From an optimization exercise on the open Yosys and OpenROAD flow, aimed at small area, a short achievable clock period and few clock cycles per item; shortcuts taken in it are not production practice. Only simulation tests tie the RTL to the original design; equivalence was not proved. Power figures rest on the tool's default switching activity, not on a simulated workload.

## flow/config.mk

```make
export PLATFORM = sky130hd
export DESIGN_NAME = sorted_key_table
export DESIGN_NICKNAME = sorted_key_table
export VERILOG_FILES = /design/flow/design.v
export SDC_FILE = /design/flow/constraint.sdc
export NUM_CORES = 4
export LEC_CHECK = 0
export CAP_MARGIN = 20
export CORE_MARGIN = 2
export CORE_UTILIZATION = 25
export PLACE_DENSITY = 0.3
export SLEW_MARGIN = 20
```

## flow/constraint.sdc

```tcl
create_clock -name core_clock -period 8.0 [get_ports {clock}]
set_input_delay 1.6000 -clock core_clock [delete_from_list [all_inputs] [get_ports {clock}]]
set_output_delay 1.6000 -clock core_clock [all_outputs]
set_load 0.01 [all_outputs]
```

## flow/design.v

```verilog
`default_nettype none
package skt_pkg;
   localparam int DEPTH = 64;
   localparam int KEY_WIDTH = 32;
   localparam int IDX_W = $clog2(DEPTH);
   localparam int CNT_W = $clog2(DEPTH + 1);
   localparam logic [2:0] CMD_INSERT     = 3'd0;
   localparam logic [2:0] CMD_REMOVE_KEY = 3'd1;
   localparam logic [2:0] CMD_FIND       = 3'd2;
   localparam logic [2:0] CMD_FIND_NEXT  = 3'd3;
   localparam logic [2:0] CMD_READ_IDX   = 3'd4;
   localparam logic [2:0] CMD_REMOVE_IDX = 3'd5;
   localparam logic [2:0] CMD_CLEAR      = 3'd6;
   localparam logic [2:0] ST_OK      = 3'd0;
   localparam logic [2:0] ST_NOTFND  = 3'd1;
   localparam logic [2:0] ST_DUP     = 3'd2;
   localparam logic [2:0] ST_FULL    = 3'd3;
   localparam logic [2:0] ST_REFUSED = 3'd4;
   localparam logic REG_ALLOW_DUP = 1'b0;
   localparam logic REG_UNSORTED  = 1'b1;
endpackage
`default_nettype wire
`default_nettype none
module skt_ram #(
   parameter int WIDTH = 32,
   parameter int DEPTH_W = 64
) (
   input  wire logic                       clock,
   input  wire logic                       we,
   input  wire logic [$clog2(DEPTH_W)-1:0] waddr,
   input  wire logic [WIDTH-1:0]           wdata,
   input  wire logic [$clog2(DEPTH_W)-1:0] raddr,
   output      logic [WIDTH-1:0]           rdata
);
   logic [WIDTH-1:0] mem [DEPTH_W];
   always_ff @(posedge clock) begin
      if (we) mem[waddr] <= wdata;
      rdata <= mem[raddr];
   end
endmodule
`default_nettype wire
`default_nettype none
module sorted_key_table (
   input wire logic clock,
   input wire logic reset,
   input  wire logic        req_valid,
   output      logic        req_ready,
   input  wire logic [2:0]  req_cmd,
   input  wire logic [31:0] req_key,
   input  wire logic [5:0]  req_slot_index,
   output      logic        rsp_valid,
   input  wire logic        rsp_ready,
   output      logic [2:0]  rsp_status,
   output      logic [31:0] rsp_key_out,
   output      logic [6:0]  rsp_entries_now,
   input  wire logic        csr_valid,
   output      logic        csr_ready,
   input  wire logic [31:0] csr_index,
   input  wire logic [31:0] csr_data
);
   localparam int D = skt_pkg::DEPTH;
   localparam int W = skt_pkg::KEY_WIDTH;
   logic [D-1:0][W-1:0] tbl;
   logic [6:0]  n_ff;
   logic        dup_ff, uns_ff;
   logic        a_v;
   logic [2:0]  a_cmd;
   logic [W-1:0] a_key;
   logic [5:0]  a_slot;
   logic        srt_ld, srt_go;    
   logic [5:0]  srt_i;             
   logic        r_v;
   logic [2:0]  r_st;
   logic [W-1:0] r_ko;
   logic go;
   assign go = a_v && (!r_v || rsp_ready);
   assign req_ready = !srt_ld && !srt_go && (!a_v || go);
   assign csr_ready = !srt_ld && !srt_go;
   assign rsp_valid = r_v;
   assign rsp_status = r_st;
   assign rsp_key_out = r_ko;
   assign rsp_entries_now = n_ff;
   logic c_ins, c_rk, c_fnd, c_fn, c_ri, c_rx, c_clr;
   assign c_ins = a_cmd == skt_pkg::CMD_INSERT;
   assign c_rk  = a_cmd == skt_pkg::CMD_REMOVE_KEY;
   assign c_fnd = a_cmd == skt_pkg::CMD_FIND;
   assign c_fn  = a_cmd == skt_pkg::CMD_FIND_NEXT;
   assign c_ri  = a_cmd == skt_pkg::CMD_READ_IDX;
   assign c_rx  = a_cmd == skt_pkg::CMD_REMOVE_IDX;
   assign c_clr = a_cmd == skt_pkg::CMD_CLEAR;
   logic [D-1:0] valid, lt, eq, le;
   logic [D-1:0] eqv, lev;
   genvar gj;
   generate
      for (gj = 0; gj < D; gj++) begin : g_cmp
         assign valid[gj] = 7'(gj) < n_ff;
         assign lt[gj] = tbl[gj] < a_key;
         assign eq[gj] = tbl[gj] == a_key;
      end
   endgenerate
   assign le = lt | eq;
   assign eqv = eq & valid;
   assign lev = le & valid;
   logic found, full;
   assign found = |eqv;
   assign full = n_ff[6];
   logic [6:0] top;
   assign top = srt_go ? {1'b0, srt_i} : n_ff;
   logic [D-1:0] below_top, at_top;
   generate
      for (gj = 0; gj < D; gj++) begin : g_top
         assign below_top[gj] = 7'(gj) < top;
         assign at_top[gj] = 7'(gj) == top;
      end
   endgenerate
   logic [D-1:0] ins_reg;    
   assign ins_reg = at_top | (below_top & ~(uns_ff ? below_top : le));
   logic [D-1:0] slot_ge, slot_oh;
   generate
      for (gj = 0; gj < D; gj++) begin : g_slot
         assign slot_ge[gj] = 6'(gj) >= a_slot;
         assign slot_oh[gj] = 6'(gj) == a_slot;
      end
   endgenerate
   logic slot_ok;
   assign slot_ok = 7'(a_slot) < n_ff;
   logic [D-1:0] eq_pre;
   always_comb begin
      eq_pre[0] = eqv[0];
      for (int j = 1; j < D; j++) eq_pre[j] = eq_pre[j-1] | eqv[j];
   end
   logic [D-1:0] rk_reg;
   assign rk_reg = uns_ff ? eq_pre : ~(lt & valid);
   logic [D-1:0] fn_oh;
   assign fn_oh = valid & ~le & {lev[D-2:0], 1'b1};
   logic fn_ok;
   assign fn_ok = |fn_oh;
   logic do_ins, do_rk, do_rx, do_srt;
   assign do_srt = srt_go;
   assign do_ins = go && c_ins && !(found && !dup_ff) && !full;
   assign do_rk  = go && c_rk && found;
   assign do_rx  = go && c_rx && slot_ok;
   logic [D-1:0] sh_up, sh_dn, take_k;
   assign take_k = {D{do_ins | do_srt}} & ins_reg & ~{ins_reg[D-2:0], 1'b0};
   assign sh_up  = {D{do_ins | do_srt}} & ins_reg & {ins_reg[D-2:0], 1'b0};
   assign sh_dn  = ({D{do_rk}} & rk_reg) | ({D{do_rx}} & slot_ge);
   generate
      for (gj = 0; gj < D; gj++) begin : g_ent
         logic [W-1:0] up_v, dn_v;
         if (gj == 0) begin : g_lo
            assign up_v = tbl[gj];
         end else begin : g_nlo
            assign up_v = tbl[gj-1];
         end
         if (gj == D-1) begin : g_hi
            assign dn_v = tbl[gj];
         end else begin : g_nhi
            assign dn_v = tbl[gj+1];
         end
         always_ff @(posedge clock) begin
            if (take_k[gj]) tbl[gj] <= a_key;
            else if (sh_up[gj]) tbl[gj] <= up_v;
            else if (sh_dn[gj]) tbl[gj] <= dn_v;
         end
      end
   endgenerate
   logic [D-1:0] rsel;
   logic [5:0]   srt_nx;
   assign srt_nx = srt_ld ? 6'd1 : srt_i + 6'd1;
   logic [D-1:0] srt_oh;
   generate
      for (gj = 0; gj < D; gj++) begin : g_srt
         assign srt_oh[gj] = 6'(gj) == srt_nx;
      end
   endgenerate
   assign rsel = (srt_ld || srt_go) ? srt_oh :
                 c_fn ? fn_oh : ((c_ri || c_rx) ? (slot_oh & valid) : '0);
   logic [W-1:0] rd;
   always_comb begin
      rd = '0;
      for (int j = 0; j < D; j++) rd = rd | ({W{rsel[j]}} & tbl[j]);
   end
   logic [2:0]  st;
   logic [W-1:0] ko;
   always_comb begin
      st = skt_pkg::ST_OK;
      ko = '0;
      if (c_ins) begin
         if (found && !dup_ff) st = skt_pkg::ST_DUP;
         else if (full) st = skt_pkg::ST_FULL;
      end else if (c_rk || c_fnd) begin
         if (found) ko = a_key;
         else st = skt_pkg::ST_NOTFND;
      end else if (c_fn) begin
         if (uns_ff) st = skt_pkg::ST_REFUSED;
         else if (fn_ok) ko = rd;
         else st = skt_pkg::ST_NOTFND;
      end else if (c_ri || c_rx) begin
         if (slot_ok) ko = rd;
         else st = skt_pkg::ST_REFUSED;
      end else if (!c_clr) st = skt_pkg::ST_REFUSED;
   end
   logic [6:0] n_in;
   always_comb begin
      n_in = n_ff;
      if (go && c_clr) n_in = '0;
      else if (do_ins) n_in = n_ff + 7'd1;
      else if (do_rk || do_rx) n_in = n_ff - 7'd1;
   end
   logic csr_go, csr_uns;
   assign csr_go = csr_valid && csr_ready;
   assign csr_uns = csr_go && (csr_index == 32'(skt_pkg::REG_UNSORTED));
   logic acc;
   assign acc = req_valid && req_ready;
   always_ff @(posedge clock) begin
      if (reset) begin
         n_ff <= '0; dup_ff <= 1'b0; uns_ff <= 1'b0;
         a_v <= 1'b0; r_v <= 1'b0; srt_ld <= 1'b0; srt_go <= 1'b0;
      end else begin
         n_ff <= n_in;
         if (csr_go && csr_index == 32'(skt_pkg::REG_ALLOW_DUP)) dup_ff <= csr_data[0];
         if (csr_uns) uns_ff <= csr_data[0];
         srt_ld <= csr_uns && uns_ff && !csr_data[0] && n_ff > 7'd1;
         if (srt_ld) srt_go <= 1'b1;
         else if (srt_go && 7'(srt_i) + 7'd1 >= n_ff) srt_go <= 1'b0;
         if (acc) a_v <= 1'b1;
         else if (go) a_v <= 1'b0;
         if (go) r_v <= 1'b1;
         else if (rsp_ready) r_v <= 1'b0;
      end
      if (acc) begin
         a_cmd <= req_cmd; a_key <= req_key; a_slot <= req_slot_index;
      end else if (srt_ld || srt_go) begin
         a_key <= rd;
      end
      if (srt_ld || srt_go) srt_i <= srt_nx;
      if (go) begin
         r_st <= st; r_ko <= ko;
      end
   end
endmodule
`default_nettype wire
```

## flow/run.sh

```bash
#!/bin/bash
# synth_recipe.tcl (not shown) runs the flow's synth.tcl, then flattens the netlist and writes it again
# the make line also repeats each setting of config.mk as NAME=value (left out here)
make -C /OpenROAD-flow-scripts/flow DESIGN_CONFIG=/design/flow/config.mk WORK_HOME=/design/flow/orfs CLKGATE_MAP_FILE= SYNTH_SCRIPT=/design/flow/synth_recipe.tcl finish
```

==> impl_metrics.toml <==
[status]
outcome = "stopped before the end"
haltStage = "5_1_grt"
error_line = "[ERROR GRT-0116] Global routing finished with congestion. Check the congestion regions in the DRC Viewer."

[logic_synthesis]
synth_top_area_cell = "edfxtp_1"
yosysSeqAreaShare = 0.350
synth_edf_count = 2130
yosysTopAreaCellShare = 0.348
netlist_top_cells_count = "a21oi_1, nor2_1, edfxtp_1"
syn-num-nets = 23700
ys_ff_latch = 2143
synthCells = 21500
yosysMostFrequentCell = "a21oi_1"
yosys-top-cells-area = "edfxtp_1, ha_1, a21oi_1, nor2_1, mux2i_1"
synthFlopType = "edfxtp_1"
yosys_warnings = 1
synth_cell_types = 107
async_reset_ff_frac = 0
synth_area_per_cell_um2 = 8.53
syn-cell-area_um2 = 184000

[die]
die_w_um = 861
die_y_um = 861
start_util = 0.251
rows = 314
ioPinCount = 155

[placement]
dp_hpwl_um = 2360000
port_buffers = 123
dp_worst_setup_slack_ns = 0.0805
gp_congestion = 1.42

[global_route]
grt_max_degree = 65
gr-total-overflow = 3313
grt_pass1_wl_um = 3960000
grt.total_usage = 0.817
grt_pass1_vias = 274000

[cts]
post-cts-setup-buffers = 0
cts_max_level = 5
numCtsBuffers = 304
cts_buffer_depth = 4
cts_hold_buffers = 0
cts_resized = 0
cts-root-buf = "clkbuf_16"
cts.sinks = 2143
-- through the flow --
stage,power [W],cells,TNS [ns],instance area (um^2),hold slack (ns)
CTS,0.0320,34400,0,239000,0.495
detailed placement,0.0184,33900,0,230000,0.487
global placement,0.0184,33800,-1.72,229000,0.474
floorplan,0.0151,21500,0,184000,0.453
-- cell families after synthesis --
group	after synthesis	synth area share
AO/OA/AOI/OAI	7535	0.253
AND/OR/NAND/NOR	7413	0.182
flip-flops	2143	0.350
adder cells (fa/ha/maj)	2064	0.141
buffers and inverters	1738	0.0396
multiplexers	629	0.0346
XOR/XNOR	9	0.000470
-- worst min path at each step --
stage	cells after the start	start	to	slack, ns
3_5_place_dp	2	a_v$_SDFFE_PP0P_	a_v$_SDFFE_PP0P_	0.49
4_1_cts	2	a_v$_SDFFE_PP0P_	a_v$_SDFFE_PP0P_	0.49
3_3_place_gp	2	a_v$_SDFFE_PP0P_	a_v$_SDFFE_PP0P_	0.47
2_1_floorplan	2	a_v$_SDFFE_PP0P_	a_v$_SDFFE_PP0P_	0.45
-- per-layer routing --
| metal | overflow | global-route usage |
|---|---|---|
| met5 | 9 | 0.535 |
| met4 | 1153 | 0.737 |
| met3 | 72 | 0.738 |
| met2 | 2023 | 0.900 |
| met1 | 56 | 0.851 |
-- power groups by stage --
stage	clock [W]	combinational (W)	sequential [W]
after floorplan	0	0.00254	0.0125
after global placement	0	0.00579	0.0126
after detailed placement	0	0.00584	0.0126
after CTS	0.0138	0.00586	0.0124
Testbench counts, summed over its fixed seeds: cycles 5,983, ops 5,464.
